Context: an optimization exercise on an open-source flow, tuned for small area and a short achievable clock period. The choices shown serve that exercise and are no tape-out recipe.
At most, simulation tests tie the RTL to the original design; equivalence was not proved.
For runs 1 and 2, only the layout was checked, not whether the RTL still works.
Power figures rest on the tool's default switching activity, not on a simulated workload.

--- flow/flow/run.sh ---
#!/bin/bash
# Standard layout, with plain buf_1 cells as the port buffers and a clock tree
# of fewer, larger leaf clusters without dummy loads.
set -euo pipefail
bash standard.sh \
  "BUFFER_PORTS_ARGS=-buffer_cell sky130_fd_sc_hd__buf_1" \
  "CTS_ARGS=-sink_clustering_enable -repair_clock_nets -buf_list sky130_fd_sc_hd__clkbuf_8 -sink_clustering_size 20 -sink_clustering_max_diameter 50 -dont_use_dummy_load" \
  SETUP_SLACK_MARGIN=34.9 \
  finish > standard.log 2>&1
--- flow/standard.sh ---
#!/bin/bash
# synth_recipe.tcl (not shown) runs the flow's synth.tcl, then flattens the netlist and writes it again
# the make line also repeats each setting of config.mk as NAME=value (left out here)
make -C /OpenROAD-flow-scripts/flow DESIGN_CONFIG=/design/flow/config.mk WORK_HOME=/design/flow/orfs CLKGATE_MAP_FILE= SYNTH_SCRIPT=/design/flow/synth_recipe.tcl "${@:-finish}"
--- flow/config.mk ---
export PLATFORM = sky130hd
export DESIGN_NAME = wlcTop
export DESIGN_NICKNAME = wlcTop
export VERILOG_FILES = /design/flow/design.v
export SDC_FILE = /design/flow/constraint.sdc
export NUM_CORES = 4
export LEC_CHECK = 0
export CAP_MARGIN = 20
export CORE_MARGIN = 2
export CORE_UTILIZATION = 40
export SLEW_MARGIN = 20
--- flow/constraint.sdc ---
create_clock -name core_clock -period 45.0 [get_ports {clk}]
set_input_delay 9.0000 -clock core_clock [delete_from_list [all_inputs] [get_ports {clk}]]
set_output_delay 9.0000 -clock core_clock [all_outputs]
set_load 0.01 [all_outputs]
--- flow/design.v ---
package wlcPkg;
    localparam logic [2:0] FmtUnknown = 3'd0;
    localparam logic [2:0] FmtCompute = 3'd1;
    localparam logic [2:0] FmtMemory  = 3'd2;
    localparam logic [2:0] FmtControl = 3'd3;
    localparam logic [2:0] FmtMixed   = 3'd4;
    localparam logic [2:0] FmtIdle    = 3'd5;
    localparam logic [6:0] OpAluReg = 7'b0110011;   
    localparam logic [6:0] OpAluImm = 7'b0010011;
    localparam logic [6:0] OpLoad   = 7'b0000011;   
    localparam logic [6:0] OpStore  = 7'b0100011;
    localparam logic [6:0] OpBranch = 7'b1100011;   
    localparam logic [6:0] OpJal    = 7'b1101111;
    localparam logic [6:0] OpJalr   = 7'b1100111;
    localparam int DefWindowLen     = 16;
    localparam int DefIdleLimit     = 24;
    localparam int DefFifoDepth     = 4;
    localparam int DefConfThreshold = 4;
    localparam int EntryW = 25;
endpackage
module opcodeWindow (
    input  logic                        clk,
    input  logic                        reset,
    input  logic [7:0]                  instr,
    input  logic                        creditReturn,
    output logic [wlcPkg::EntryW-1:0]   pushData,
    output logic                        push,
    output logic                        noCredits,
    output logic [15:0]                 droppedWindows
);
    logic       valid;
    logic [6:0] opcode;
    logic       isCompute, isMem, isControl;
    logic       ended;         
    logic [3:0] total;         
    logic [3:0] totalEff;
    logic [4:0] idleSeq;       
    logic [2:0] credits;
    logic       vCompute, vMem, vControl;    
    logic windowFull, idleFire, windowEnd, canSend;
    assign valid  = instr[7];
    assign opcode = instr[6:0];
    assign isCompute = (opcode == wlcPkg::OpAluReg) || (opcode == wlcPkg::OpAluImm);
    assign isMem     = (opcode == wlcPkg::OpLoad) || (opcode == wlcPkg::OpStore);
    assign isControl = (opcode == wlcPkg::OpBranch) || (opcode == wlcPkg::OpJal) ||
                       (opcode == wlcPkg::OpJalr);
    assign totalEff   = ended ? 4'd0 : total;
    assign windowFull = valid && (totalEff == 4'd15);
    assign idleFire   = !valid && (idleSeq == 5'd31);
    assign windowEnd  = windowFull || idleFire;
    assign canSend    = (credits != 3'd0);
    assign noCredits  = !canSend;
    always_ff @(posedge clk) begin
        if (!reset) begin
            ended          <= 1'b1;
            idleSeq        <= 5'd8;
            credits        <= 3'd4;
            push           <= 1'b0;
            droppedWindows <= '0;
        end else begin
            ended   <= windowEnd;
            if (valid) begin
                idleSeq <= 5'd8;
            end else if (idleSeq != 5'd0) begin
                idleSeq <= idleSeq + 5'd1;
            end
            credits <= credits - 3'(windowEnd && canSend) + 3'(creditReturn);
            push    <= windowEnd && canSend;
            if (windowEnd && !canSend) begin
                droppedWindows <= droppedWindows + 16'd1;
            end
        end
    end
    logic [7:0] computeY, memY, controlY;
    logic       computeOdd, memOdd, controlOdd;
    logic [7:0] computeYInc, memYInc, controlYInc;
    logic [7:0] computeYNext, memYNext, controlYNext;
    logic       computeOddNext, memOddNext, controlOddNext;
    assign computeYInc = computeY + (vCompute ? {4'd0, 3'b110, computeOdd} : 8'd0);
    assign memYInc     = memY + (vMem ? {4'd0, 3'b110, memOdd} : 8'd0);
    assign controlYInc = controlY + (vControl ? {4'd0, 3'b110, controlOdd} : 8'd0);
    assign computeYNext   = ended ? 8'd0 : computeYInc;
    assign memYNext       = ended ? 8'd0 : memYInc;
    assign controlYNext   = ended ? 8'd0 : controlYInc;
    assign computeOddNext = !ended && (computeOdd ^ vCompute);
    assign memOddNext     = !ended && (memOdd ^ vMem);
    assign controlOddNext = !ended && (controlOdd ^ vControl);
    logic [7:0]  divY;
    logic        divOdd;
    logic [7:0]  dividendLow;
    logic [3:0]  remCur;
    logic [4:0]  rem2;
    logic        qBit;
    logic [3:0]  rem;
    logic [22:0] quot;
    logic [23:0] tolls;
    always_comb begin
        case (idleSeq[4:3])
            2'd1:    begin divY = computeYNext; divOdd = computeOddNext; end
            2'd2:    begin divY = memYNext;     divOdd = memOddNext;     end
            default: begin divY = controlYNext; divOdd = controlOddNext; end
        endcase
    end
    assign dividendLow = {divY[3:0], divOdd, 3'd0};
    assign remCur   = (idleSeq[2:0] == 3'd0) ? divY[7:4] : rem;
    assign rem2     = {remCur, dividendLow[3'd7 - idleSeq[2:0]]};
    assign qBit     = (totalEff != 4'd0) && (rem2 >= 5'(totalEff));
    assign tolls    = {quot, qBit};
    always_ff @(posedge clk) begin
        total      <= totalEff + 4'(valid);
        vCompute   <= valid && isCompute;
        vMem       <= valid && isMem;
        vControl   <= valid && isControl;
        computeOdd <= computeOddNext;
        memOdd     <= memOddNext;
        controlOdd <= controlOddNext;
        if (idleFire) begin
            computeY <= tolls[23:16];
            memY     <= tolls[15:8];
            controlY <= tolls[7:0];
        end else begin
            computeY <= computeYNext;
            memY     <= memYNext;
            controlY <= controlYNext;
        end
        rem  <= qBit ? 4'(rem2 - 5'(totalEff)) : rem2[3:0];
        quot <= tolls[22:0];
    end
    assign pushData = {computeYInc, memYInc, controlYInc, !idleSeq[3]};
endmodule
module summaryFifo (
    input  logic                        clk,
    input  logic                        reset,
    input  logic                        push,
    input  logic [wlcPkg::EntryW-1:0]   pushData,
    input  logic                        pop,
    input  logic                        noCredits,
    output logic [wlcPkg::EntryW-1:0]   headData,
    output logic                        headValid,
    output logic                        creditReturn
);
    logic [wlcPkg::EntryW-1:0] mem [4];
    logic [1:0] rdPtr;
    logic [1:0] wrPtr;
    assign headData  = mem[rdPtr];
    assign headValid = (rdPtr != wrPtr) || (noCredits && !push && !creditReturn);
    always_ff @(posedge clk) begin
        if (!reset) begin
            rdPtr        <= '0;
            wrPtr        <= '0;
            creditReturn <= 1'b0;
        end else begin
            creditReturn <= pop;
            if (push) wrPtr <= wrPtr + 2'd1;
            if (pop)  rdPtr <= rdPtr + 2'd1;
        end
    end
    always_ff @(posedge clk) begin
        if (push) begin
            mem[wrPtr] <= pushData;
        end
    end
endmodule
module formatDecider (
    input  logic                        clk,
    input  logic                        reset,
    input  logic [wlcPkg::EntryW-1:0]   headData,
    input  logic                        headValid,
    input  logic                        resultReady,
    output logic                        pop,
    output logic [30:0]                 result,
    output logic                        resultValid,
    output logic                        classificationValid,
    output logic [15:0]                 classificationCount
);
    logic [7:0] computeToll, memToll, controlToll;
    logic       idle;
    logic [1:0] busyClasses;
    logic [2:0] nextFormat;
    logic [3:0] baseConf;
    logic [3:0] nextConf;
    logic [2:0] format;
    logic [3:0] confidence;
    assign {computeToll, memToll, controlToll, idle} = headData;
    assign format     = result[30:28];
    assign confidence = result[27:24];
    assign busyClasses = 2'(computeToll > 8'd50) + 2'(memToll > 8'd50) +
                         2'(controlToll > 8'd50);
    always_comb begin
        if (idle) begin
            nextFormat = wlcPkg::FmtIdle;
            baseConf   = 4'd8;
        end else if (computeToll > 8'd150) begin
            nextFormat = wlcPkg::FmtCompute;
            baseConf   = 4'd7;
        end else if (memToll > 8'd150) begin
            nextFormat = wlcPkg::FmtMemory;
            baseConf   = 4'd7;
        end else if (controlToll > 8'd150) begin
            nextFormat = wlcPkg::FmtControl;
            baseConf   = 4'd7;
        end else if (busyClasses >= 2'd2) begin
            nextFormat = wlcPkg::FmtMixed;
            baseConf   = 4'd6;
        end else begin
            nextFormat = wlcPkg::FmtUnknown;
            baseConf   = 4'd4;
        end
    end
    always_comb begin
        if (nextFormat == format && nextFormat != wlcPkg::FmtUnknown) begin
            nextConf = (confidence > 4'd13) ? 4'd15 : confidence + 4'd2;
        end else begin
            nextConf = baseConf;
        end
    end
    assign pop = headValid && (!resultValid || resultReady);
    always_ff @(posedge clk) begin
        if (!reset) begin
            result              <= '0;
            resultValid         <= 1'b0;
            classificationValid <= 1'b0;
            classificationCount <= '0;
        end else begin
            if (pop) begin
                result              <= {nextFormat, nextConf, computeToll, memToll, controlToll};
                resultValid         <= 1'b1;
                classificationValid <= (nextFormat != wlcPkg::FmtUnknown);
                classificationCount <= classificationCount + 16'd1;
            end else if (resultReady) begin
                resultValid <= 1'b0;
            end
        end
    end
endmodule
module wlcTop #(
    parameter int WindowLen     = wlcPkg::DefWindowLen,
    parameter int IdleLimit     = wlcPkg::DefIdleLimit,
    parameter int FifoDepth     = wlcPkg::DefFifoDepth,
    parameter int ConfThreshold = wlcPkg::DefConfThreshold
) (
    input  logic                 clk,
    input  logic                 reset,
    input  logic [7:0]           instr,    
    input  logic                 resultReady,
    output logic [30:0]          result,   
    output logic                 resultValid,
    output logic                 classificationValid,
    output logic [15:0]          classificationCount,
    output logic [15:0]          droppedWindows
);
    logic [wlcPkg::EntryW-1:0] pushData;
    logic [wlcPkg::EntryW-1:0] headData;
    logic push;
    logic headValid;
    logic pop;
    logic creditReturn;
    logic noCredits;
    opcodeWindow u_window (
        .clk            (clk),
        .reset          (reset),
        .instr          (instr),
        .creditReturn   (creditReturn),
        .pushData       (pushData),
        .push           (push),
        .noCredits      (noCredits),
        .droppedWindows (droppedWindows)
    );
    summaryFifo u_fifo (
        .clk          (clk),
        .reset        (reset),
        .push         (push),
        .pushData     (pushData),
        .pop          (pop),
        .noCredits    (noCredits),
        .headData     (headData),
        .headValid    (headValid),
        .creditReturn (creditReturn)
    );
    formatDecider u_decider (
        .clk                 (clk),
        .reset               (reset),
        .headData            (headData),
        .headValid           (headValid),
        .resultReady         (resultReady),
        .pop                 (pop),
        .result              (result),
        .resultValid         (resultValid),
        .classificationValid (classificationValid),
        .classificationCount (classificationCount)
    );
endmodule
==> impl_results.md, run 1 <==
- Gr usage total: 0.154
- Setup repair after global routing missed its margin: yes
- Worst slew pin tran: between 0.8 and 0.9 ns
- Dpl cells: between 1k and 1.5k
- Drt first pass iters: 4
- Synth-to-Final Area Change: 14.9%
- Die area: between 20000 and 30000 um2
- Largest family of logic cells by synthesized area: simple AND/OR/NAND/NOR gates
- CP arrival: 10.74 ns
- Die width: ~160 um
- Final WS setup: 34.64 ns
- DR WL/cell: about 16 um
- Drt initial violations: between 400 and 500
- Worst-path fanout max: 3
- Slew headroom: 0.423
- WS Path Type: input port to flip-flop
- Worst setup SP type: input port
- Post-Synth XOR/XNOR Area: 0.0497
- Post-synthesis mux area share: 0.0697
- Status: finished clean
- Via density: between 5 and 6
- First-pass GRT wire length: 32.5 mm
- Library cells used by synthesis: 60
- Max-slew violation count: 0
- Highest clock rate: roughly 97 MHz
- Hold_buf cts: 0
- Crit path capture type: flip-flop
- Post-Synth Adder-Cell Area: 0.0489
- Leakage: approximately 4.4 nW
- Reg2Reg Depth: 12
- Residual DRC: 0
- Total number of vias: around 6.4k
- Vias in the first global route: between 6k and 7k
- Post-synth EDFFs: 100
- Pwr dens: 37.2 nW/um2
- Gate Count Post-Synth: 798
- Core area: roughly 24000 um2
- Reg-to-reg critical path endpoint: u_decider.result[27]
- Deepest clock path buffer count: 3
- CTS sink cnt: 243
- Yosys warns: 3
- Post-DP HPWL: ~13 mm
- Filler instances: ~2.2k
- CTS tree: built
- Setup Viol. Count Final: 0
- Average cell area after synthesis: ~13 um2
- Inserted Diodes: 0
- Initial Util: 0.410
- Clock latency (worst-skew pair): 0.57 ns
- Slowest CP cell: fa_2
- Fin. Hold Viols: 0
- Seq/Total Area, Yosys: 0.584
- Crit path time final: approximately 10 ns
- Largest net degree at the start of global routing: 78
- Root Driver: clkbuf_8
- Crit path required time: between 40 and 50 ns
- Htree depth: 1
- Crit-path max cell delay: approximately 0.34 ns
- CTS clk-pin slew, worst paths: 0.08 ns
- Syn Std Cell Area: roughly 10000 um2
- Worst Hold Path EP: u_window.quot[14]
- R2r setup slk: just over 40 ns
- Syn Nets: 847
- Layout Skew: 0.0606 ns
- Setup_tns: 0 ns
- I/O pins: 76
- Final hold slack: approximately 0.32 ns
- Final ANT Viol Nets: 0
- Drt total wl: just over 20 mm
- Initial antenna violation count: 0
- Flops & latches, synth: 243
- Post-route cell area: around 12000 um2
- Final Cycle Share: 0.230
- Nets: ~950
- Share of cells above drive strength 1: 0.236
- Final Non-Filler Cells: approximately 1.2k
- CTS buffer count: 27
- Die Ht: 162 um
- Critical path cell sequence: buf_8, and4_4, a21oi_4, nor2b_2, ha_1, inv_1, ha_2, inv_2, fa_2, xor2_2, xnor2_1, nand2_1
- Dominant synthesized flop cell: dfxtp_1
- Max-cap violations: 0
- Max IR drop VDD: 0.0171 mV
- Origin of the worst min-delay path: u_window.quot[13]
- Post-Synth Simple-Gate Area: 0.119
- Final RePlAce weighted congestion: between 0.7 and 0.8
- Port bufs: between 70 and 80
- WHS Path Cells: 0
- Post-placement cell area: roughly 11000 um2
- Total grt overflow: 0
- Worst hold path class: flip-flop to flip-flop
- Pre-CTS setup slack: 33.61 ns
- Synth Area in Compound Gates: 0.106
- Num rows: 57
- Asr flop ratio synth: 0
## logic make-up after synthesis
group,count (synthesis)
flops,243
simple gates,235
mux,34
buf+inv,52
fa+ha+maj,38
compound gates,139
xor+xnor,57
## cell type report
cell class              instances  area (um2)  area share
repair buffers                109         702      0.0608
well taps                     324         405      0.0351
flip-flops and latches        243        5950       0.516
inverters                      18        67.6     0.00585
clock buffers                  27         372      0.0322
multi-input cells             505        4040       0.350
## timing repair
item	in CTS	in global routing
setup endpoints to repair	94	44
setup buffers	14	10
pin swaps	6	4
gates resized for setup	110	31
cloned	3	0
## state kept, by name, indices dropped and copies added (netlist names), 4 cells and up, named ones only
register / count
u_fifo.mem: 100
u_decider.result: 31
u_window.quot: 23
u_decider.classificationCount: 16
u_window.droppedWindows: 16
u_window.computeY: 8
u_window.controlY: 8
u_window.memY: 8
u_window.idleSeq: 5
u_window.rem: 4
u_window.total: 4
## metal layers
metal  track usage  wire length [um]  vias to the layer above
met5             0                 0                        -
met4        0.0354               368                        0
met3        0.0255               772                       31
met2         0.252              9380                      129
met1         0.214              9660                     3111
li1              -                 -                     3126
## cell usage in the layout, fill, tap and decap left out, types with 20 or more instances in the layout
cell type,n
a21boi_0,32
a22o_1,20
and2_1,37
buf_2,41
buf_4,32
clkbuf_8,27
dfxtp_1,96
dfxtp_2,37
edfxtp_1,100
ha_1,35
nand2_1,90
xnor2_1,38
## Yosys cell counts (all sizes together) (7+ instances only)
library cell / instances / share of area
or3: 9 / 0.0056
a21oi: 11 / 0.0055
nand4: 9 / 0.0056
nor2: 20 / 0.0075
and3: 12 / 0.0075
xnor2: 38 / 0.033
xor2: 19 / 0.017
nand2: 90 / 0.034
dfxtp: 143 / 0.29
a221oi: 8 / 0.0070
a22o: 20 / 0.017
clkbuf: 29 / 0.011
nor3: 7 / 0.0035
a21boi: 34 / 0.025
nand3: 13 / 0.0065
and2: 37 / 0.023
nor2b: 13 / 0.0081
ha: 36 / 0.045
inv: 18 / 0.0067
nand2b: 8 / 0.0050
edfxtp: 100 / 0.30
mux4: 26 / 0.061
o21ai: 19 / 0.0095
## power by group
part	switching [mW]	total, mW	leakage, nW	internal [mW]
clock network	0.0679	0.121	0.194	0.0531
logic	0.0346	0.0615	2.11	0.0270
registers	0.00705	0.246	2.11	0.239
total	0.110	0.429	4.41	0.319
## worst max-delay path by stage
stage                           start                           endpoint  cells after the start
after global routing         instr[7]                u_window.credits[2]                     12
after detailed placement  resultReady  u_decider.classificationCount[13]                      7
final                        instr[7]                u_window.credits[2]                     12
after global placement    resultReady  u_decider.classificationCount[13]                      7
after CTS                    instr[7]                u_window.credits[2]                     12
after floorplan              instr[7]                u_window.credits[2]                     11
## through the flow
step,power (mW),util
2_1_floorplan,0.293,-
3_3_place_gp,0.306,0.436
3_5_place_dp,0.306,0.436
4_1_cts,0.434,0.466
5_1_grt,0.451,0.472
6_report,0.429,0.472
## worst max-delay path: cells and delay by family
family,cells,cell delay [ns]
XOR/XNOR,2,0.31
AND/OR/NAND/NOR,3,0.27
AO/OA/AOI/OAI,1,0.16
buffers and inverters,3,0.20
adder cells (fa/ha/maj),3,0.78
==> run 2, diff against run 1 <==
--- a/flow/config.mk
+++ b/flow/config.mk
@@ -7,5 +7,5 @@
 export LEC_CHECK = 0
 export CAP_MARGIN = 20
 export CORE_MARGIN = 2
-export CORE_UTILIZATION = 40
+export CORE_UTILIZATION = 65
 export SLEW_MARGIN = 20
==> impl_results.md, run 2 <==
- Status: finished clean (unchanged)
- Final Cycle Share: 0.230 (about the same)
- CTS buffer count: 22 (was 27)
- Deepest clock path buffer count: 3 (unchanged)
- Die area: 16500 um2 (was 26400 um2)
- Most frequent cell after synthesis: dfxtp_1 (unchanged)
- Nets: 929 (was 953)
- Crit path required time: 45.35 ns (was 45.37 ns)
- Worst-path fanout max: 5 (was 3)
- Residual DRC: 0 (unchanged)
- I/O pins: 76 (unchanged)
- Post-synth EDFFs: 100 (unchanged)
- Pwr dens: 37.4 nW/um2 (was 37.2 nW/um2)
- Largest cells by area after synthesis: edfxtp_1 30%, dfxtp_1 29%, ha_1 4.5% (unchanged)
- CTS clk-pin slew, worst paths: 0.09 ns (was 0.08 ns)
- Reg-to-reg critical path endpoint: u_decider.result[27] (unchanged)
- Die Ht: 128 um (was 162 um)
- Gr usage total: 0.241 (was 0.154)
- Share of cells above drive strength 1: 0.130 (was 0.236)
- Crit path time final: 10.35 ns (was 10.36 ns)
- Synth-to-Final Area Change: 9.47% (was 14.9%)
- Worst setup SP type: input port (unchanged)
- Layout Skew: 0.0764 ns (was 0.0606 ns)
- Hold_buf cts: 0 (unchanged)
- DR WL/cell: 18.3 um (was 16.5 um)
- Largest net degree at the start of global routing: 78 (unchanged)
- Clock latency (worst-skew pair): 0.55 ns (was 0.57 ns)
- Worst hold path class: flip-flop to flip-flop (unchanged)
- CTS sink cnt: 243 (unchanged)
- Inserted Diodes: 0 (unchanged)
- Highest clock rate: 96.6 MHz (was 96.5 MHz)
- Asr flop ratio synth: 0 (unchanged)
- Worst slew pin tran: 0.898 ns (was 0.861 ns)
- Total grt overflow: 0 (unchanged)
- Final Non-Filler Cells: 1066 (was 1226)
- Drt first pass iters: 5 (was 4)
- Setup Viol. Count Final: 0 (unchanged)
- Most common cell after layout, fill and taps aside: dfxtp_1 (was edfxtp_1)
- Port bufs: 75 (unchanged)
- Top flop regs: u_fifo.mem x100, u_decider.result x31, u_window.quot x23 (unchanged)
- Critical path buffers and inverters: 4 (was 3)
- Root Driver: clkbuf_8 (unchanged)
- Setup_tns: 0 ns (unchanged)
- Final RePlAce weighted congestion: 0.843 (was 0.776)
- Die width: 128 um (was 162 um)
- Gate Count Post-Synth: 798 (unchanged)
- Max IR drop VDD: 0.0292 mV (was 0.0171 mV)
- CP arrival: 10.70 ns (was 10.74 ns)
- Initial Util: 0.663 (was 0.410)
- Synth top area share: 0.299 (unchanged)
- Slowest CP cell: fa_2 (unchanged)
- Htree depth: 1 (unchanged)
- Post-placement cell area: 10500 um2 (was 10700 um2)
- Drt total wl: 19.5 mm (was 20.2 mm)
- Seq/Total Area, Yosys: 0.584 (unchanged)
- Dominant synthesized flop cell: dfxtp_1 (unchanged)
- Most frequent cells in the layout: 122 x dfxtp_1, 100 x edfxtp_1, 90 x nand2_1, 61 x buf_1, 38 x xnor2_1 (was 100 x edfxtp_1, 96 x dfxtp_1, 90 x nand2_1, 41 x buf_2, 38 x xnor2_1)
- Fin. Hold Viols: 0 (unchanged)
- Syn Nets: 847 (unchanged)
- Post-DP HPWL: 13.2 mm (was 13.1 mm)
- Dpl cells: 1035 (was 1172)
- Initial antenna violation count: 0 (unchanged)
- Syn Std Cell Area: 10000 um2 (unchanged)
- Top delay family on crit path: adder cells (unchanged)
- Critical path endpoint: u_window.credits[2] (unchanged)
- Setup crit start: instr[7] (unchanged)
- Leakage: 4.05 nW (was 4.41 nW)
- Final ANT Viol Nets: 0 (unchanged)
- Average cell area after synthesis: 12.6 um2 (unchanged)
- Crit path capture type: flip-flop (unchanged)
- Total number of vias: 6397 (unchanged)
- GR met3 Demand/Resource: 0.0367 (was 0.0255)
- Max-slew violation count: 0 (unchanged)
- Post-route cell area: 11000 um2 (was 11500 um2)
- GR met2 Demand/Resource: 0.408 (was 0.252)
- Setup repair after global routing missed its margin: yes (unchanged)
- Commonest cells in the synthesized netlist: 143 x dfxtp_1, 100 x edfxtp_1, 90 x nand2_1 (unchanged)
- Yosys warns: 3 (unchanged)
- Levels on crit path: 13 (was 12)
- Most used routing layer in global routing: met2 (unchanged)
- Via density: 6.00 (was 5.22)
- Critical path cell sequence: buf_6, nor2b_4, buf_12, a21oi_4, nor2b_1, ha_1, inv_1, ha_1, inv_1, fa_2, xor2_1, xnor2_1, nand2_1 (was buf_8, and4_4, a21oi_4, nor2b_2, ha_1, inv_1, ha_2, inv_2, fa_2, xor2_2, xnor2_1, nand2_1)
- First-pass GRT wire length: 31.4 mm (was 32.5 mm)
- Max-cap violations: 0 (unchanged)
- Num rows: 45 (was 57)
- Vias in the first global route: 6317 (was 6094)
- Core area: 15100 um2 (was 24500 um2)
- Max reg flops: 100 (unchanged)
- R2r setup slk: 40.43 ns (was 40.60 ns)
- WS Path Type: input port to flip-flop (unchanged)
- Slew headroom: 0.398 (was 0.423)
- Cell taking the most area after synthesis: edfxtp_1 (unchanged)
- Largest Register: u_fifo.mem (unchanged)
- CTS tree: built (unchanged)
- Crit-path max cell delay: 0.32 ns (was 0.34 ns)
- Flops & latches, synth: 243 (unchanged)
- Reg2Reg Depth: 12 (unchanged)
- Drt initial violations: 405 (was 474)
- Library cells used by synthesis: 60 (unchanged)
- Met1 usage: 0.321 (was 0.214)
- Final hold slack: 0.352 ns (was 0.323 ns)
==> run 2: logic make-up after synthesis <==
group,Yosys count,share of synthesized area
flops,243,0.584
simple gates,235,0.119
compound gates,139,0.106
xor+xnor,57,0.0497
buf+inv,52,0.0221
fa+ha+maj,38,0.0489
mux,34,0.0697
==> run 2: repair_timing <==
| item | 4_1_cts | 5_1_grt |
|---|---|---|
| resized for setup | 25 | 24 |
| buffers inserted | 6 | 0 |
| gates cloned | 3 | 0 |
| pin swaps | 7 | 4 |
| endpoints found under the setup margin | 55 | 29 |
==> run 2: cell type report <==
class	instances	area [um2]
Sequential cell	243	5900
Multi-Input combinational cell	505	4030
Clock buffer	22	303
Inverter	18	67.6
Tap cell	188	235
Timing Repair Buffer	90	455
Fill cell	1052	4160
==> run 2: per-layer routing <==
| layer | routed length (um) | up-vias |
|---|---|---|
| met4 | 513 | 0 |
| met2 | 9470 | 165 |
| met5 | 0 | - |
| li1 | - | 3072 |
| met1 | 8670 | 3118 |
| met3 | 877 | 42 |
==> run 2: power breakdown <==
| part | internal, mW | switching, mW | total (mW) |
|---|---|---|---|
| sequential | 0.239 | 0.00793 | 0.247 |
| clock | 0.0437 | 0.0633 | 0.107 |
| combinational | 0.0238 | 0.0335 | 0.0573 |
==> run 2: through the flow <==
| stage | power, mW | util | setup WS [ns] |
|---|---|---|---|
| detailed placement | 0.306 | 0.693 | 33.55 |
| CTS | 0.415 | 0.724 | 34.63 |
| global placement | 0.305 | 0.693 | 33.68 |
| global route | 0.431 | 0.726 | 34.60 |
| finish | 0.411 | 0.726 | 34.65 |
| floorplan | 0.293 | - | 34.31 |
==> run 2: worst min path at each step <==
| stage | from | to | slack, ns | cells past startpoint |
|---|---|---|---|---|
| floorplan | u_window.quot[15] | u_window.quot[16] | 0.33 | 0 |
| global placement | u_window.quot[12] | u_window.quot[13] | 0.33 | 0 |
| detailed placement | u_window.quot[7] | u_window.quot[8] | 0.34 | 0 |
| CTS | u_window.quot[1] | u_window.quot[2] | 0.35 | 0 |
| global route | u_window.quot[1] | u_window.quot[2] | 0.35 | 0 |
| finish | u_window.quot[1] | u_window.quot[2] | 0.35 | 0 |
==> run 3, diff against run 2 <==
--- a/flow/design.v
+++ b/flow/design.v
@@ -50,6 +50,9 @@
     assign windowEnd  = windowFull || idleFire;
     assign canSend    = (credits != 3'd0);
     assign noCredits  = !canSend;
+    logic [2:0] creditsKeep, creditsSend;
+    assign creditsKeep = credits + 3'(creditReturn);
+    assign creditsSend = credits - 3'(!creditReturn);
     always_ff @(posedge clk) begin
         if (!reset) begin
             ended          <= 1'b1;
@@ -64,7 +67,7 @@
             end else if (idleSeq != 5'd0) begin
                 idleSeq <= idleSeq + 5'd1;
             end
-            credits <= credits - 3'(windowEnd && canSend) + 3'(creditReturn);
+            credits <= (windowEnd && canSend) ? creditsSend : creditsKeep;
             push    <= windowEnd && canSend;
             if (windowEnd && !canSend) begin
                 droppedWindows <= droppedWindows + 16'd1;
@@ -107,7 +110,7 @@
     assign qBit     = (totalEff != 4'd0) && (rem2 >= 5'(totalEff));
     assign tolls    = {quot, qBit};
     always_ff @(posedge clk) begin
-        total      <= totalEff + 4'(valid);
+        total      <= valid ? totalEff + 4'd1 : totalEff;
         vCompute   <= valid && isCompute;
         vMem       <= valid && isMem;
         vControl   <= valid && isControl;
==> impl_results.md, run 3 <==
- Gate Count Post-Synth: 797 (was 798)
- Critical path cell sequence: buf_12, nor2b_4, a41oi_4, nand2b_4, ha_4, inv_2, ha_4, fa_2, xor2_1, xnor2_1, nand2_1 (was buf_6, nor2b_4, buf_12, a21oi_4, nor2b_1, ha_1, inv_1, ha_1, inv_1, fa_2, xor2_1, xnor2_1, nand2_1)
- Seq/Total Area, Yosys: 0.591 (was 0.584)
- Setup repair after global routing missed its margin: yes (unchanged)
- Syn Std Cell Area: 9930 um2 (was 10000 um2)
- Post-synthesis mux area share: 0.0738 (was 0.0697)
- Port bufs: 75 (unchanged)
- Worst flop-to-flop path startpoint: u_window.vCompute
- Fin. Hold Viols: 0 (unchanged)
- Worst setup SP type: input port (unchanged)
- Synth-to-Final Area Change: 10.3% (was 9.47%)
- Largest family of logic cells by synthesized area: simple AND/OR/NAND/NOR gates (unchanged)
- Drt initial violations: 466 (was 405)
- Post-Synth Simple-Gate Area: 0.109 (was 0.119)
- Worst hold path class: flip-flop to flip-flop (unchanged)
- Layout Skew: 0.0514 ns (was 0.0764 ns)
- Deepest clock path buffer count: 3 (unchanged)
- Die area: 16300 um2 (was 16500 um2)
- Setup_tns: 0 ns (unchanged)
- Top flop regs: u_fifo.mem x100, u_decider.result x31, u_window.quot x23 (unchanged)
- Initial antenna violation count: 0 (unchanged)
- Final hold slack: 0.340 ns (was 0.352 ns)
- Max reg flops: 100 (unchanged)
- Cell taking the most area after synthesis: edfxtp_1 (unchanged)
- Filler instances: 1072 (was 1052)
- Core area: 15100 um2 (about the same)
- Num rows: 45 (unchanged)
- Crit path capture type: flip-flop (unchanged)
- CP arrival: 10.65 ns (was 10.70 ns)
- Largest cells by area after synthesis: edfxtp_1 30%, dfxtp_1 29%, ha_1 4.5% (unchanged)
- Max-slew violation count: 0 (unchanged)
- Flops & latches, synth: 243 (unchanged)
- Crit-path max cell delay: 0.33 ns (was 0.32 ns)
- Post-Synth XOR/XNOR Area: 0.0476 (was 0.0497)
- Slowest CP cell: fa_2 (unchanged)
- Largest Register: u_fifo.mem (unchanged)
- Via density: 5.99 (was 6.00)
- Post-route cell area: 10900 um2 (was 11000 um2)
- Highest clock rate: 97.3 MHz (was 96.6 MHz)
- Multi-input gate area: 3880 um2 (was 4030 um2)
- Drt total wl: 19.5 mm (about the same)
- Final ANT Viol Nets: 0 (unchanged)
- Worst-path fanout max: 3 (was 5)
- Root Driver: clkbuf_8 (unchanged)
- Setup Viol. Count Final: 0 (unchanged)
- Largest net degree at the start of global routing: 69 (was 78)
- Max IR drop VDD: 0.0317 mV (was 0.0292 mV)
- Worst slew pin tran: 0.800 ns (was 0.898 ns)
- Post-placement cell area: 10400 um2 (was 10500 um2)
- Dominant synthesized flop cell: dfxtp_1 (unchanged)
- WS Path Type: input port to flip-flop (unchanged)
- Commonest cells in the synthesized netlist: 143 x dfxtp_1, 100 x edfxtp_1, 83 x nand2_1 (was 143 x dfxtp_1, 100 x edfxtp_1, 90 x nand2_1)
- CTS clk-pin slew, worst paths: 0.11 ns (was 0.09 ns)
- Asr flop ratio synth: 0 (unchanged)
- Post-DP HPWL: 13.1 mm (was 13.2 mm)
- Average cell area after synthesis: 12.5 um2 (was 12.6 um2)
- Hold_buf cts: 0 (unchanged)
- Final RePlAce weighted congestion: 0.854 (was 0.843)
- Most frequent cell after synthesis: dfxtp_1 (unchanged)
- Htree depth: 1 (unchanged)
- Vias in the first global route: 6237 (was 6317)
- Post-synth EDFFs: 100 (unchanged)
- CTS sink cnt: 243 (unchanged)
- First-pass GRT wire length: 31.5 mm (was 31.4 mm)
- Crit path required time: 45.37 ns (was 45.35 ns)
- Nets: 932 (was 929)
- Final Cycle Share: 0.228 (was 0.230)
- Slew headroom: 0.463 (was 0.398)
- Final WS setup: 34.72 ns (was 34.65 ns)
- Total grt overflow: 0 (unchanged)
- Crit path time final: 10.28 ns (was 10.35 ns)
- Dpl cells: 1033 (was 1035)
- Status: finished clean (unchanged)
- CTS tree: built (unchanged)
- Synth top area share: 0.302 (was 0.299)
- Origin of the worst min-delay path: u_window.quot[6] (was u_window.quot[1])
- Pwr dens: 44.9 nW/um2 (was 37.4 nW/um2)
- Setup crit start: instr[7] (unchanged)
- Clock latency (worst-skew pair): 0.54 ns (was 0.55 ns)
- Die Ht: 128 um (about the same)
- Most common cell after layout, fill and taps aside: dfxtp_1 (unchanged)
- Residual DRC: 0 (unchanged)
- Max-cap violations: 0 (unchanged)
- Most repeated library cell on the critical path: ha_4
- Yosys warns: 3 (unchanged)
- CTS buffer count: 22 (unchanged)
- Library cells used by synthesis: 65 (was 60)
- Leakage: 4.04 nW (was 4.05 nW)
- Drt first pass iters: 5 (unchanged)
- DR WL/cell: 18.2 um (was 18.3 um)
- Initial Util: 0.658 (was 0.663)
- Inserted Diodes: 0 (unchanged)
- Total number of vias: 6406 (was 6397)
- Gr usage total: 0.243 (was 0.241)
- Pre-CTS setup slack: 33.48 ns (was 33.55 ns)
- Most frequent cells in the layout: 116 x dfxtp_1, 100 x edfxtp_1, 83 x nand2_1, 50 x nor2_1, 43 x a21oi_1 (was 122 x dfxtp_1, 100 x edfxtp_1, 90 x nand2_1, 61 x buf_1, 38 x xnor2_1)
- Die width: 128 um (about the same)
- Final Non-Filler Cells: 1069 (was 1066)
- Share of cells above drive strength 1: 0.166 (was 0.130)
- Synth Area in Compound Gates: 0.0995 (was 0.106)
- Register area: 5920 um2 (was 5900 um2)
- Syn Nets: 846 (was 847)
- Post-Synth Adder-Cell Area: 0.0494 (was 0.0489)
- I/O pins: 76 (unchanged)
==> run 3: stage by stage <==
stage | util | power (mW)
after global routing | 0.726 | 0.517
after floorplan | - | 0.355
after global placement | 0.687 | 0.373
after CTS | 0.717 | 0.487
after detailed placement | 0.687 | 0.378
final | 0.726 | 0.492
==> run 3: area by class of cell <==
type | count | share of cell area
clock buffer | 22 | 0.0277
inverter | 22 | 0.00777
multi-input combinational | 499 | 0.355
sequential | 243 | 0.541
tap | 188 | 0.0215
timing repair buffer | 95 | 0.0473
==> run 3: power by group <==
part           switching, mW  internal (mW)  total (mW)
combinational         0.0704         0.0514       0.122
sequential            0.0132          0.248       0.261
clock                 0.0648         0.0437       0.108
total                  0.148          0.343       0.492
==> run 3: kinds of logic after synthesis <==
| kind of cell | after synthesis |
|---|---|
| fa+ha+maj | 38 |
| flops | 243 |
| compound gates | 143 |
| buf+inv | 56 |
| xor+xnor | 54 |
| mux | 36 |
| simple gates | 227 |
==> run 3: worst paths after layout <==
kind	end	cells past startpoint	slack, ns
min reg2reg	u_window.quot[7]	0	0.34
max	u_window.credits[2]	11	34.72
min	u_window.quot[7]	0	0.34
max reg2reg	u_window.rem[1]	16	40.49
==> run 3: what timing repair did <==
item | 4_1_cts | 5_1_grt
pin swaps | 5 | 3
hold endpoints to repair | 0 | 0
setup endpoints to repair | 66 | 106
gates cloned | 1 | 1
buffers inserted | 8 | 4
resized for setup | 38 | 46
==> run 3: worst max-delay path: cells and delay by family <==
family | cells | cell delay (ns)
xor gates and xnor gates | 2 | 0.31
adders and majority gates | 3 | 0.74
buffers and inverters | 2 | 0.14
and+or+nand+nor | 3 | 0.39
AOI/OAI and AO/OA | 1 | 0.06
==> run 3: layer usage <==
metal,part of all wire,vias up,global-route usage
li1,-,3083,-
met1,0.44,3139,0.325
met2,0.50,148,0.417
met3,0.038,36,0.0352
met4,0.024,0,0.0698
met5,0,-,0
==> run 4, diff against run 3 <==
--- a/flow/design.v
+++ b/flow/design.v
@@ -35,7 +35,7 @@
     logic [3:0] total;         
     logic [3:0] totalEff;
     logic [4:0] idleSeq;       
-    logic [2:0] credits;
+    logic [3:0] credits;       
     logic       vCompute, vMem, vControl;    
     logic windowFull, idleFire, windowEnd, canSend;
     assign valid  = instr[7];
@@ -48,16 +48,16 @@
     assign windowFull = valid && (totalEff == 4'd15);
     assign idleFire   = !valid && (idleSeq == 5'd31);
     assign windowEnd  = windowFull || idleFire;
-    assign canSend    = (credits != 3'd0);
+    assign canSend    = credits[0];
     assign noCredits  = !canSend;
-    logic [2:0] creditsKeep, creditsSend;
-    assign creditsKeep = credits + 3'(creditReturn);
-    assign creditsSend = credits - 3'(!creditReturn);
+    logic [3:0] creditsKeep, creditsSend;
+    assign creditsKeep = creditReturn ? {credits[2:0], 1'b1} : credits;
+    assign creditsSend = creditReturn ? credits : {1'b0, credits[3:1]};
     always_ff @(posedge clk) begin
         if (!reset) begin
             ended          <= 1'b1;
             idleSeq        <= 5'd8;
-            credits        <= 3'd4;
+            credits        <= 4'b1111;
             push           <= 1'b0;
             droppedWindows <= '0;
         end else begin
==> impl_results.md, run 4 <==
- Most frequent cell after synthesis: dfxtp_1 (unchanged)
- Post-placement cell area: 10400 um2 (about the same)
- Synth top area share: 0.304 (was 0.302)
- Post-DP HPWL: 12.7 mm (was 13.1 mm)
- Worst setup SP type: flip-flop (was input port)
- Port bufs: 75 (unchanged)
- Origin of the worst min-delay path: u_window.quot[0] (was u_window.quot[6])
- Die Ht: 127 um (was 128 um)
- Top delay family on crit path: flip-flops (was adder cells)
- Setup Viol. Count Final: 0 (unchanged)
- Layout Skew: 0.0705 ns (was 0.0514 ns)
- Syn Nets: 840 (was 846)
- Critical path cell sequence: buf_2 (was buf_12, nor2b_4, a41oi_4, nand2b_4, ha_4, inv_2, ha_4, fa_2, xor2_1, xnor2_1, nand2_1)
- Synth-to-Final Area Change: 8.89% (was 10.3%)
- Setup repair after global routing missed its margin: yes (unchanged)
- WHS Path Cells: 0 (unchanged)
- Highest clock rate: 99.4 MHz (was 97.3 MHz)
- Max reg flops: 100 (unchanged)
- Final Cycle Share: 0.223 (was 0.228)
- Post-route cell area: 10800 um2 (was 10900 um2)
- Largest Register: u_fifo.mem (unchanged)
- Crit path capture type: output pin (was flip-flop)
- Setup_tns: 0 ns (unchanged)
- WS Path Type: flip-flop to output pin (was input port to flip-flop)
- Total number of vias: 6301 (was 6406)
- Average cell area after synthesis: 12.5 um2 (about the same)
- Max IR drop VDD: 0.0264 mV (was 0.0317 mV)
- Final ANT Viol Nets: 0 (unchanged)
- Initial antenna violation count: 0 (unchanged)
- Core area: 15000 um2 (was 15100 um2)
- Max-cap violations: 0 (unchanged)
- Asr flop ratio synth: 0 (unchanged)
- Root Driver: clkbuf_8 (unchanged)
- CTS buffer count: 20 (was 22)
- Worst Hold Path EP: u_window.quot[1] (was u_window.quot[7])
- Drt total wl: 18.6 mm (was 19.5 mm)
- Drt initial violations: 346 (was 466)
- CTS clk-pin slew, worst paths: 0.12 ns (was 0.11 ns)
- Yosys warns: 3 (unchanged)
- Worst flop-to-flop path startpoint: u_window.vCompute (unchanged)
- CTS sink cnt: 244 (was 243)
- Deepest clock path buffer count: 3 (unchanged)
- Crit-path max cell delay: 0.37 ns (was 0.33 ns)
- Worst slew pin tran: 0.820 ns (was 0.800 ns)
- CP arrival: 1.06 ns (was 10.65 ns)
- Hold_buf cts: 0 (unchanged)
- CTS tree: built (unchanged)
- Gr usage total: 0.235 (was 0.243)
- Reg2Reg Depth: 15 (was 16)
- Crit path time final: 10.06 ns (was 10.28 ns)
- Commonest cells in the synthesized netlist: 144 x dfxtp_1, 100 x edfxtp_1, 83 x nand2_1 (was 143 x dfxtp_1, 100 x edfxtp_1, 83 x nand2_1)
- I/O pins: 76 (unchanged)
- Critical path buffers and inverters: 1 (was 2)
- Htree depth: 1 (unchanged)
- Num rows: 45 (unchanged)
- Syn Std Cell Area: 9890 um2 (was 9930 um2)
- Post-synth EDFFs: 100 (unchanged)
- Slowest CP cell: dfxtp_2 (was fa_2)
- Largest cells by area after synthesis: edfxtp_1 30%, dfxtp_1 29%, mux4_1 5.3% (was edfxtp_1 30%, dfxtp_1 29%, ha_1 4.5%)
- Library cells used by synthesis: 60 (was 65)
- Cell taking the most area after synthesis: edfxtp_1 (unchanged)
- Inserted Diodes: 0 (unchanged)
- Residual DRC: 0 (unchanged)
- Worst hold path class: flip-flop to flip-flop (unchanged)
- Fin. Hold Viols: 0 (unchanged)
- Power consumption: 0.377 mW (was 0.492 mW)
- Via density: 5.94 (was 5.99)
- Crit path required time: 36.00 ns (was 45.37 ns)
- Final RePlAce weighted congestion: 0.808 (was 0.854)
- DR WL/cell: 17.6 um (was 18.2 um)
- First-pass GRT wire length: 30.2 mm (was 31.5 mm)
- Vias in the first global route: 6069 (was 6237)
- Seq/Total Area, Yosys: 0.595 (was 0.591)
- Total grt overflow: 0 (unchanged)
- Clock latency (worst-skew pair): 0.54 ns (about the same)
- Most common cell after layout, fill and taps aside: dfxtp_1 (unchanged)
- R2r setup slk: 40.29 ns (was 40.49 ns)
- Top flop regs: u_fifo.mem x100, u_decider.result x31, u_window.quot x23 (unchanged)
- Max-slew violation count: 0 (unchanged)
- Most frequent cells in the layout: 119 x dfxtp_1, 100 x edfxtp_1, 83 x nand2_1, 59 x buf_1, 56 x nor2_1 (was 116 x dfxtp_1, 100 x edfxtp_1, 83 x nand2_1, 50 x nor2_1, 43 x a21oi_1)
- Pwr dens: 35.0 nW/um2 (was 44.9 nW/um2)
- Initial Util: 0.658 (about the same)
- Die width: 127 um (was 128 um)
- Final core occ: 0.716 (was 0.726)
- Drt first pass iters: 4 (was 5)
- Die area: 16200 um2 (was 16300 um2)
- Status: finished clean (unchanged)
- Gate Count Post-Synth: 794 (was 797)
- Share of cells above drive strength 1: 0.127 (was 0.166)
- Reg-to-reg critical path endpoint: u_window.rem[3] (was u_window.rem[1])
- Flops & latches, synth: 244 (was 243)
- Worst-path fanout max: 4 (was 3)
- Leakage: 3.99 nW (was 4.04 nW)
- Slew headroom: 0.446 (was 0.463)
- Dominant synthesized flop cell: dfxtp_1 (unchanged)
- Nets: 920 (was 932)
- Final hold slack: 0.272 ns (was 0.340 ns)
- Largest net degree at the start of global routing: 68 (was 69)
-- run 4: cell types whose count changed after synthesis, sizes merged, moves of 4 or more --
| cell | previous run | this run |
|---|---|---|
| a211o | 3 | 7 |
| a21oi | 43 | 35 |
| and4 | 3 | 7 |
| nand3 | 11 | 19 |
| nand4 | 12 | 8 |
| nor2 | 53 | 62 |
| o21ai | 30 | 23 |
| or3 | 12 | 1 |
| xnor2 | 25 | 21 |
| xor2 | 29 | 43 |
-- run 4: worst max-delay path by stage --
stage / to / cells after the start / slack (ns) / start
floorplan: u_window.droppedWindows[9] / 9 / 34.70 / instr[7]
detailed placement: u_window.droppedWindows[9] / 9 / 33.89 / instr[7]
global placement: u_window.droppedWindows[9] / 9 / 33.95 / instr[7]
global route: u_decider.classificationCount[5] / 7 / 34.90 / resultReady
CTS: droppedWindows[7] / 1 / 34.90 / u_window.droppedWindows[7]
finish: droppedWindows[6] / 1 / 34.94 / u_window.droppedWindows[6]
-- run 4: cells by family after synthesis --
logic type	Yosys count	share of synthesized area
buf+inv	52	0.0240
compound gates	127	0.0912
fa+ha+maj	35	0.0450
xor+xnor	64	0.0567
mux	35	0.0750
simple gates	237	0.113
flops	244	0.595
-- run 4: repair_timing --
item | 4_1_cts | 5_1_grt
gates resized for setup | 24 | 24
gates cloned | 1 | 0
setup buffers | 1 | 6
hold endpoints to repair | 0 | 0
endpoints found under the setup margin | 50 | 32
-- run 4: report_power, final --
group	leakage (nW)	switching [mW]	internal, mW
combinational	1.74	0.0185	0.0130
clock	0.144	0.0625	0.0399
sequential	2.11	0.00568	0.237
-- run 4: layout make-up --
class,count,area [um2]
clock buffers,20,275
flip-flops and latches,244,5920
inverters,19,73.8
fillers,1080,4260
well taps,188,235
repair buffers,90,414
multi-input cells,499,3850
-- run 4: metal layers --
layer	vias to the layer above	global-route usage	wire (um)	share of wire
met2	171	0.391	8870	0.48
met1	3061	0.324	8310	0.45
li1	3032	-	-	-
met3	37	0.0360	955	0.051
met4	0	0.0659	495	0.027
met5	-	0	0	0
-- run 4: per-stage QoR --
stage	setup WS, ns	std cells
2_1_floorplan	34.70	794
3_5_place_dp	33.89	1032
5_1_grt	34.90	1060
3_3_place_gp	33.95	1032
6_report	34.94	1060
4_1_cts	34.90	1054
==> run 5, diff against run 4 <==
==> flow/flow/run.sh (replaced) <==
#!/bin/bash
# Standard synthesis, then its combinational logic re-mapped for area (the
# flip-flops untouched), then the standard layout with plain buf_1 port
# buffers, a clock tree of fewer leaf clusters, and timing repair aimed well
# past the clock period's needs so the port paths get sized.
set -euo pipefail
ARGS=(
  "BUFFER_PORTS_ARGS=-buffer_cell sky130_fd_sc_hd__buf_1"
  "CTS_ARGS=-sink_clustering_enable -repair_clock_nets -buf_list sky130_fd_sc_hd__clkbuf_8 -sink_clustering_size 20 -sink_clustering_max_diameter 50 -dont_use_dummy_load"
  SETUP_SLACK_MARGIN=34.9
)
bash standard.sh "${ARGS[@]}" synth > synth.log 2>&1
RES=orfs/results/$FLOW_PLATFORM/wlcTop/base
cp $RES/1_2_yosys.v standard_synth.v
RESYN_INPUT=standard_synth.v RESYN_NETLIST=resyn.v yosys -c flow/resyn.tcl > resyn.log 2>&1
cp resyn.v $RES/1_2_yosys.v
rm -f $RES/1_synth.odb
bash standard.sh "${ARGS[@]}" finish > standard.log 2>&1
==> flow/flow/resyn.abc (new file) <==
strash
&get -n
&deepsyn -T 60
&put
dch -f
amap
topo
==> flow/flow/resyn.tcl (new file) <==
# Re-maps the combinational logic of the standard synthesis netlist for area.
# Every flip-flop instance stays as the standard synthesis made it: same cell
# type, same instance name, same connections.
set lib $::env(FLOW_HOME)/platforms/sky130hd/lib/sky130_fd_sc_hd__tt_025C_1v80.lib
set net $::env(RESYN_NETLIST)
set dont_use {sky130_fd_sc_hd__probe_p_8 sky130_fd_sc_hd__probec_p_8 sky130_fd_sc_hd__lpflow_bleeder_1 sky130_fd_sc_hd__lpflow_clkbufkapwr_1 sky130_fd_sc_hd__lpflow_clkbufkapwr_16 sky130_fd_sc_hd__lpflow_clkbufkapwr_2 sky130_fd_sc_hd__lpflow_clkbufkapwr_4 sky130_fd_sc_hd__lpflow_clkbufkapwr_8 sky130_fd_sc_hd__lpflow_clkinvkapwr_1 sky130_fd_sc_hd__lpflow_clkinvkapwr_16 sky130_fd_sc_hd__lpflow_clkinvkapwr_2 sky130_fd_sc_hd__lpflow_clkinvkapwr_4 sky130_fd_sc_hd__lpflow_clkinvkapwr_8 sky130_fd_sc_hd__lpflow_decapkapwr_12 sky130_fd_sc_hd__lpflow_decapkapwr_3 sky130_fd_sc_hd__lpflow_decapkapwr_4 sky130_fd_sc_hd__lpflow_decapkapwr_6 sky130_fd_sc_hd__lpflow_decapkapwr_8 sky130_fd_sc_hd__lpflow_inputiso0n_1 sky130_fd_sc_hd__lpflow_inputiso0p_1 sky130_fd_sc_hd__lpflow_inputiso1n_1 sky130_fd_sc_hd__lpflow_inputiso1p_1 sky130_fd_sc_hd__lpflow_inputisolatch_1 sky130_fd_sc_hd__lpflow_isobufsrc_1 sky130_fd_sc_hd__lpflow_isobufsrc_16 sky130_fd_sc_hd__lpflow_isobufsrc_2 sky130_fd_sc_hd__lpflow_isobufsrc_4 sky130_fd_sc_hd__lpflow_isobufsrc_8 sky130_fd_sc_hd__lpflow_isobufsrckapwr_16 sky130_fd_sc_hd__lpflow_lsbuf_lh_hl_isowell_tap_1 sky130_fd_sc_hd__lpflow_lsbuf_lh_hl_isowell_tap_2 sky130_fd_sc_hd__lpflow_lsbuf_lh_hl_isowell_tap_4 sky130_fd_sc_hd__lpflow_lsbuf_lh_isowell_4 sky130_fd_sc_hd__lpflow_lsbuf_lh_isowell_tap_1 sky130_fd_sc_hd__lpflow_lsbuf_lh_isowell_tap_2 sky130_fd_sc_hd__lpflow_lsbuf_lh_isowell_tap_4 sky130_fd_sc_hd__fill_1 sky130_fd_sc_hd__fill_2 sky130_fd_sc_hd__fill_4 sky130_fd_sc_hd__fill_8 }
set du_args {}
foreach c $dont_use { lappend du_args -dont_use $c }

yosys read_liberty -ignore_miss_func $lib
yosys blackbox sky130_fd_sc_hd__*df* sky130_fd_sc_hd__*dl*
yosys read_verilog $::env(RESYN_INPUT)
yosys hierarchy -top $::env(FLOW_TOP)
yosys flatten
yosys opt_clean -purge
yosys rename -hide w:*.*
yosys stat -liberty $lib
yosys abc -liberty $lib {*}$du_args -script flow/resyn.abc
yosys opt_clean -purge
yosys splitnets
yosys opt_clean -purge
yosys hilomap -singleton -hicell sky130_fd_sc_hd__conb_1 HI -locell sky130_fd_sc_hd__conb_1 LO
yosys insbuf -buf sky130_fd_sc_hd__buf_4 A X
yosys opt_clean -purge
yosys stat -liberty $lib
yosys write_verilog -noattr -nohex -nodec $net
==> impl_results.md, run 5 <==
- Status: finished clean (unchanged)
- Die width: 121 um (was 127 um)
- Max IR drop VDD: 0.0272 mV (was 0.0264 mV)
- Drt first pass iters: 5 (was 4)
- Pre-CTS setup slack: 32.99 ns (was 33.89 ns)
- Crit path required time: 45.39 ns (was 36.00 ns)
- Nets: 1006 (was 920)
- Htree depth: 1 (unchanged)
- Synth-to-Final Area Change: 18.3% (was 8.89%)
- Clock latency (worst-skew pair): 0.52 ns (was 0.54 ns)
- Layout Skew: 0.0569 ns (was 0.0705 ns)
- Post-route cell area: 10600 um2 (was 10800 um2)
- Post-DP HPWL: 13.2 mm (was 12.7 mm)
- Die area: 14700 um2 (was 16200 um2)
- Syn Std Cell Area: 8930 um2 (was 9890 um2)
- Highest clock rate: 91.5 MHz (was 99.4 MHz)
- Setup_tns: 0 ns (unchanged)
- Worst hold path class: flip-flop to flip-flop (unchanged)
- Deepest clock path buffer count: 3 (unchanged)
- Hold_buf cts: 0 (unchanged)
- Crit path capture type: flip-flop (was output pin)
- Dpl cells: 1102 (was 1032)
- Worst setup SP type: input port (was flip-flop)
- Final RePlAce weighted congestion: 0.867 (was 0.808)
- Crit path time final: 10.93 ns (was 10.06 ns)
- Initial Util: 0.669 (was 0.658)
- Max reg flops: 100 (unchanged)
- Largest net degree at the start of global routing: 46 (was 68)
- Worst-path fanout max: 3 (was 4)
- Pwr dens: 39.8 nW/um2 (was 35.0 nW/um2)
- Leakage: 3.73 nW (was 3.99 nW)
- Total grt overflow: 0 (unchanged)
- Share of cells above drive strength 1: 0.169 (was 0.127)
- Inserted Diodes: 0 (unchanged)
- Final Non-Filler Cells: 1169 (was 1060)
- Core area: 13300 um2 (was 15000 um2)
- Setup repair after global routing missed its margin: yes (unchanged)
- Residual DRC: 0 (unchanged)
- Filler instances: 858 (was 1080)
- CTS sink cnt: 244 (unchanged)
- I/O pins: 76 (unchanged)
- Final ANT Viol Nets: 0 (unchanged)
- Max-cap violations: 0 (unchanged)
- Most common cell after layout, fill and taps aside: dfxtp_1 (unchanged)
- Final Cycle Share: 0.243 (was 0.223)
- Initial antenna violation count: 0 (unchanged)
- DR WL/cell: 17.9 um (was 17.6 um)
- Port bufs: 75 (unchanged)
- Post-placement cell area: 9670 um2 (was 10400 um2)
- Drt initial violations: 618 (was 346)
- Average cell area after synthesis: 10.6 um2 (was 12.5 um2)
- CTS clk-pin slew, worst paths: 0.11 ns (was 0.12 ns)
- Via density: 5.95 (was 5.94)
- Syn Nets: 855 (was 840)
- First-pass GRT wire length: 32.4 mm (was 30.2 mm)
- CP arrival: 11.32 ns (was 1.06 ns)
- Total number of vias: 6954 (was 6301)
- Vias in the first global route: 6581 (was 6069)
- Gr usage total: 0.281 (was 0.235)
- Top flop regs: u_fifo.mem x100, u_decider.result x31, u_window.quot x23 (unchanged)
- Slew headroom: 0.400 (was 0.446)
- Drt total wl: 21.0 mm (was 18.6 mm)
- Num rows: 42 (was 45)
- Final WS setup: 34.07 ns (was 34.94 ns)
- Largest Register: u_fifo.mem (unchanged)
- WS Path Type: input port to flip-flop (was flip-flop to output pin)
- Yosys warns: 3 (unchanged)
- Most frequent cells in the layout: 128 x dfxtp_1, 115 x clkinv_1, 108 x nor2_1, 100 x edfxtp_1, 66 x buf_1 (was 119 x dfxtp_1, 100 x edfxtp_1, 83 x nand2_1, 59 x buf_1, 56 x nor2_1)
- CTS tree: built (unchanged)
- Worst slew pin tran: 0.888 ns (was 0.820 ns)
- Fin. Hold Viols: 0 (unchanged)
- CTS buffer count: 19 (was 20)
- Setup Viol. Count Final: 0 (unchanged)
- Max-slew violation count: 0 (unchanged)
- Gate Count Post-Synth: 844 (was 794)
- Final core occ: 0.792 (was 0.716)
- Die Ht: 121 um (was 127 um)
- Root Driver: clkbuf_8 (unchanged)
[run 5: repair_timing]
item,4_1_cts,5_1_grt
resized for setup,32,56
pin swaps,22,17
setup buffers,34,13
setup endpoints to repair,76,45
cloned,1,0
[run 5: stage by stage]
stage	power, mW	hold slack (ns)
after floorplan	0.293	0.338
after global placement	0.312	0.341
final	0.420	0.319
after detailed placement	0.314	0.342
after global routing	0.438	0.331
after CTS	0.416	0.322
[run 5: report_power, final]
group / internal [mW] / switching (mW)
Combinational: 0.0241 / 0.0474
Clock: 0.0381 / 0.0628
Sequential: 0.240 / 0.00774
[run 5: cell type report]
type                            instances  area (um2)  share of cell area
Sequential cell                       244        5910               0.559
Tap cell                              176         220              0.0208
Multi-Input combinational cell        479        2900               0.274
Clock buffer                           19         262              0.0248
Inverter                              121         492              0.0465
Timing Repair Buffer                  130         788              0.0746
[run 5: worst max-delay path: stages]
cell and delay, ns:
buf_12 0.09, clkinv_8 0.04, nor2_4 0.09, nand2_2 0.08, nor2_4 0.14, nand2_2 0.07
o21ai_2 0.17, and3_4 0.20, and3_4 0.18, and3_4 0.18, and3_4 0.18, and3_4 0.18
and3_4 0.18, and3_4 0.18, and3_4 0.19, buf_4 0.10, a211oi_2 0.06
[run 5: path summary, 6_finish.rpt]
kind | start | endpoint | slack, ns | cells past startpoint
worst max-delay path | instr[7] | u_window.droppedWindows[15] | 34.07 | 17
worst min-delay path | u_window.quot[5] | u_window.quot[6] | 0.32 | 0
worst max register to register | flip-flop | u_decider.result[26] | 40.48 | 16
worst min register to register | u_window.quot[5] | u_window.quot[6] | 0.32 | 0
[run 5: per-layer routing]
metal | global-route usage | wire length [um] | up-vias
met5 | 0 | 0 | -
met2 | 0.491 | 10500 | 280
li1 | - | - | 3356
met3 | 0.0291 | 1510 | 31
met1 | 0.378 | 8580 | 3287
met4 | 0.0733 | 351 | 0
==> run 6, diff against run 5 <==
--- a/flow/flow/run.sh
+++ b/flow/flow/run.sh
@@ -7,7 +7,7 @@
 ARGS=(
   "BUFFER_PORTS_ARGS=-buffer_cell sky130_fd_sc_hd__buf_1"
   "CTS_ARGS=-sink_clustering_enable -repair_clock_nets -buf_list sky130_fd_sc_hd__clkbuf_8 -sink_clustering_size 20 -sink_clustering_max_diameter 50 -dont_use_dummy_load"
-  SETUP_SLACK_MARGIN=34.9
+  SETUP_SLACK_MARGIN=35.25
 )
 bash standard.sh "${ARGS[@]}" synth > synth.log 2>&1
 RES=orfs/results/$FLOW_PLATFORM/wlcTop/base
==> flow/flow/resyn.tcl (replaced) <==
# Re-maps the combinational logic of the standard synthesis netlist for area.
# Every flip-flop instance stays as the standard synthesis made it: same cell
# type, same instance name, same connections. The gates fed (through gates
# only) by the data inputs stay as the standard synthesis mapped them too, so
# the port-to-register paths keep their speed-mapped structure.
set lib $::env(FLOW_HOME)/platforms/sky130hd/lib/sky130_fd_sc_hd__tt_025C_1v80.lib
set top $::env(FLOW_TOP)
set dont_use {sky130_fd_sc_hd__probe_p_8 sky130_fd_sc_hd__probec_p_8 sky130_fd_sc_hd__lpflow_bleeder_1 sky130_fd_sc_hd__lpflow_clkbufkapwr_1 sky130_fd_sc_hd__lpflow_clkbufkapwr_16 sky130_fd_sc_hd__lpflow_clkbufkapwr_2 sky130_fd_sc_hd__lpflow_clkbufkapwr_4 sky130_fd_sc_hd__lpflow_clkbufkapwr_8 sky130_fd_sc_hd__lpflow_clkinvkapwr_1 sky130_fd_sc_hd__lpflow_clkinvkapwr_16 sky130_fd_sc_hd__lpflow_clkinvkapwr_2 sky130_fd_sc_hd__lpflow_clkinvkapwr_4 sky130_fd_sc_hd__lpflow_clkinvkapwr_8 sky130_fd_sc_hd__lpflow_decapkapwr_12 sky130_fd_sc_hd__lpflow_decapkapwr_3 sky130_fd_sc_hd__lpflow_decapkapwr_4 sky130_fd_sc_hd__lpflow_decapkapwr_6 sky130_fd_sc_hd__lpflow_decapkapwr_8 sky130_fd_sc_hd__lpflow_inputiso0n_1 sky130_fd_sc_hd__lpflow_inputiso0p_1 sky130_fd_sc_hd__lpflow_inputiso1n_1 sky130_fd_sc_hd__lpflow_inputiso1p_1 sky130_fd_sc_hd__lpflow_inputisolatch_1 sky130_fd_sc_hd__lpflow_isobufsrc_1 sky130_fd_sc_hd__lpflow_isobufsrc_16 sky130_fd_sc_hd__lpflow_isobufsrc_2 sky130_fd_sc_hd__lpflow_isobufsrc_4 sky130_fd_sc_hd__lpflow_isobufsrc_8 sky130_fd_sc_hd__lpflow_isobufsrckapwr_16 sky130_fd_sc_hd__lpflow_lsbuf_lh_hl_isowell_tap_1 sky130_fd_sc_hd__lpflow_lsbuf_lh_hl_isowell_tap_2 sky130_fd_sc_hd__lpflow_lsbuf_lh_hl_isowell_tap_4 sky130_fd_sc_hd__lpflow_lsbuf_lh_isowell_4 sky130_fd_sc_hd__lpflow_lsbuf_lh_isowell_tap_1 sky130_fd_sc_hd__lpflow_lsbuf_lh_isowell_tap_2 sky130_fd_sc_hd__lpflow_lsbuf_lh_isowell_tap_4 sky130_fd_sc_hd__fill_1 sky130_fd_sc_hd__fill_2 sky130_fd_sc_hd__fill_4 sky130_fd_sc_hd__fill_8 }
set du_args {}
foreach c $dont_use { lappend du_args -dont_use $c }

yosys read_liberty -ignore_miss_func $lib
yosys blackbox sky130_fd_sc_hd__*df* sky130_fd_sc_hd__*dl*
yosys read_verilog $::env(RESYN_INPUT)
yosys hierarchy -top $top
yosys design -save orig
yosys cd $top
yosys delete t:sky130_fd_sc_hd__*df* t:sky130_fd_sc_hd__*dl*
yosys select -write input_cone.txt i:* i:clk %d %co200 c:* %i
yosys cd
yosys design -load orig
yosys select -read input_cone.txt
yosys setattr -set keep_hierarchy 1
yosys select -clear
yosys flatten
yosys opt_clean -purge
yosys rename -hide w:*.*
yosys tee -o resyn_before.txt stat -liberty $lib
yosys cd $top
yosys abc -liberty $lib {*}$du_args -script flow/resyn.abc
yosys opt_clean -purge
yosys splitnets
yosys opt_clean -purge
yosys hilomap -singleton -hicell sky130_fd_sc_hd__conb_1 HI -locell sky130_fd_sc_hd__conb_1 LO
yosys insbuf -buf sky130_fd_sc_hd__buf_4 A X
yosys opt_clean -purge
yosys cd
yosys setattr -unset keep_hierarchy $top/c:*
yosys blackbox sky130_fd_sc_hd__*
yosys tee -o resyn_after.txt stat -liberty $lib
yosys write_verilog -noattr -nohex -nodec $::env(RESYN_NETLIST)
==> impl_results.md, run 6 <==
- Via density: 5.98 (was 5.95)
- Most frequent cells in the layout: 108 x nand2_1, 104 x nor2_1, 100 x edfxtp_1, 79 x dfxtp_1, 71 x buf_4 (was 128 x dfxtp_1, 115 x clkinv_1, 108 x nor2_1, 100 x edfxtp_1, 66 x buf_1)
- Max-slew violation count: 0 (unchanged)
- Setup Viol. Count Final: 0 (unchanged)
- Pre-CTS setup slack: 33.85 ns (was 32.99 ns)
- I/O pins: 76 (unchanged)
- Power consumption: 0.504 mW (was 0.420 mW)
- Die area: 15300 um2 (was 14700 um2)
- Most common cell after layout, fill and taps aside: nand2_1 (was dfxtp_1)
- Share of cells above drive strength 1: 0.261 (was 0.169)
- Slew headroom: 0.313 (was 0.400)
- WS Path Type: flip-flop to output pin (was input port to flip-flop)
- Synth-to-Final Area Change: 22.5% (was 18.3%)
- Worst slew pin tran: 1.02 ns (was 0.888 ns)
- Initial Util: 0.667 (was 0.669)
- Residual DRC: 0 (unchanged)
- Drt initial violations: 636 (was 618)
- Register share of total power: 0.516 (was 0.589)
- Deepest clock path buffer count: 3 (unchanged)
- Critical path buffers and inverters: 1 (was 3)
- Post-DP HPWL: 13.0 mm (was 13.2 mm)
- Critical path cell sequence: buf_6 (was buf_12, clkinv_8, nor2_4, nand2_2, nor2_4, nand2_2, o21ai_2, and3_4, and3_4, and3_4, and3_4, and3_4, and3_4, and3_4, and3_4, buf_4, a211oi_2)
- Yosys warns: 3 (unchanged)
- Final hold slack: 0.354 ns (was 0.319 ns)
- Post-route cell area: 11400 um2 (was 10600 um2)
- CTS sink cnt: 244 (unchanged)
- Leakage: 4.15 nW (was 3.73 nW)
- Root Driver: clkbuf_8 (unchanged)
- Final Cycle Share: 0.222 (was 0.243)
- Total number of vias: 7295 (was 6954)
- CTS tree: built (unchanged)
- Max-cap violations: 0 (unchanged)
- Pint: 0.348 mW (was 0.302 mW)
- Setup_tns: 0 ns (unchanged)
- Combinational cell fraction of total power: 0.271 (was 0.170)
- Num rows: 43 (was 42)
- NetSw: 0.156 mW (was 0.118 mW)
- First-pass GRT wire length: 35.0 mm (was 32.4 mm)
- Largest Register: u_fifo.mem (unchanged)
- Register area: 5980 um2 (was 5910 um2)
- Top flop regs: u_fifo.mem x100, u_decider.result x31, u_window.quot x23 (unchanged)
- Crit path required time: 36.00 ns (was 45.39 ns)
- Die Ht: 124 um (was 121 um)
- Slowest CP cell: dfxtp_4 (was and3_4)
- Gate Count Post-Synth: 887 (was 844)
- Max reg flops: 100 (unchanged)
- Syn Nets: 898 (was 855)
- Drt first pass iters: 5 (unchanged)
- Syn Std Cell Area: 9300 um2 (was 8930 um2)
- Worst-path fanout max: 2 (was 3)
- Final ANT Viol Nets: 0 (unchanged)
- Inserted Diodes: 0 (unchanged)
- Nets: 1053 (was 1006)
- Port bufs: 75 (unchanged)
- Final WS setup: 34.99 ns (was 34.07 ns)
- Clock latency (worst-skew pair): 0.53 ns (was 0.52 ns)
- Setup repair after global routing missed its margin: yes (unchanged)
- CTS clk-pin slew, worst paths: 0.12 ns (was 0.11 ns)
- Layout Skew: 0.0447 ns (was 0.0569 ns)
- Initial antenna violation count: 0 (unchanged)
- Multi-input gate area: 3310 um2 (was 2900 um2)
- CP arrival: 1.01 ns (was 11.32 ns)
- Top delay family on crit path: flip-flops (was simple AND/OR/NAND/NOR gates)
- Worst setup SP type: flip-flop (was input port)
- Filler instances: 794 (was 858)
- CTS buffer count: 21 (was 19)
- Crit path time final: 10.01 ns (was 10.93 ns)
- Clock share of power: 0.213 (was 0.240)
- Htree depth: 1 (unchanged)
- Net Sw Frac: 0.310 (was 0.281)
- Core area: 13900 um2 (was 13300 um2)
- Fin. Hold Viols: 0 (unchanged)
- Die width: 124 um (was 121 um)
- Largest net degree at the start of global routing: 68 (was 46)
- Crit path capture type: output pin (was flip-flop)
- Vias in the first global route: 7031 (was 6581)
- Status: finished clean (unchanged)
- Average cell area after synthesis: 10.5 um2 (was 10.6 um2)
- Drt total wl: 23.2 mm (was 21.0 mm)
- Post-placement cell area: 9910 um2 (was 9670 um2)
- Total grt overflow: 0 (unchanged)
- Pwr dens: 44.2 nW/um2 (was 39.8 nW/um2)
- Gr usage total: 0.295 (was 0.281)
- Crit-path max cell delay: 0.36 ns (was 0.20 ns)
- Max IR drop VDD: 0.0247 mV (was 0.0272 mV)
- Final RePlAce weighted congestion: 0.825 (was 0.867)
- Worst hold path class: flip-flop to flip-flop (unchanged)
- DR WL/cell: 19.0 um (was 17.9 um)
- Highest clock rate: 99.9 MHz (was 91.5 MHz)
-- run 6: metrics by stage --
step | instances | utilization
2_1_floorplan | 887 | -
3_3_place_gp | 1129 | 0.711
3_5_place_dp | 1129 | 0.711
4_1_cts | 1201 | 0.802
5_1_grt | 1220 | 0.818
6_report | 1220 | 0.818
-- run 6: worst paths after layout --
| kind | cells past startpoint | slack (ns) | end | start |
|---|---|---|---|---|
| max | 1 | 34.99 | classificationCount[11] | u_decider.classificationCount[11] |
| min | 0 | 0.35 | u_window.quot[19] | u_window.quot[18] |
| max reg2reg | 20 | 40.29 | u_window.rem[2] | u_window.idleSeq[3] |
| min reg2reg | 0 | 0.35 | u_window.quot[19] | u_window.quot[18] |
-- run 6: layout make-up --
class	count	area share
Clock buffer	21	0.0254
Inverter	62	0.0209
Tap cell	180	0.0198
Timing Repair Buffer	149	0.119
Sequential cell	244	0.525
Multi-Input combinational cell	564	0.290
-- run 6: timing repair --
| action | in CTS | in global routing |
|---|---|---|
| buffers inserted | 47 | 19 |
| setup endpoints to repair | 158 | 117 |
| hold buffers | 0 | 0 |
| pin swaps | 4 | 16 |
| gates resized for setup | 207 | 18 |
| gates cloned | 4 | 0 |
-- run 6: per-layer routing --
layer / wire length [um] / vias to the layer above / global-route usage
met4: 722 / 0 / 0.104
met2: 11600 / 310 / 0.504
met1: 9350 / 3487 / 0.387
met5: 0 / - / 0
li1: - / 3437 / -
met3: 1590 / 61 / 0.0412
-- run 6: power groups by stage --
stage	combinational, mW	clock [mW]	sequential, mW
finish	0.137	0.107	0.260
detailed placement	0.102	0	0.262
CTS	0.127	0.108	0.259
floorplan	0.0723	0	0.264
global placement	0.0995	0	0.260
global route	0.149	0.117	0.262
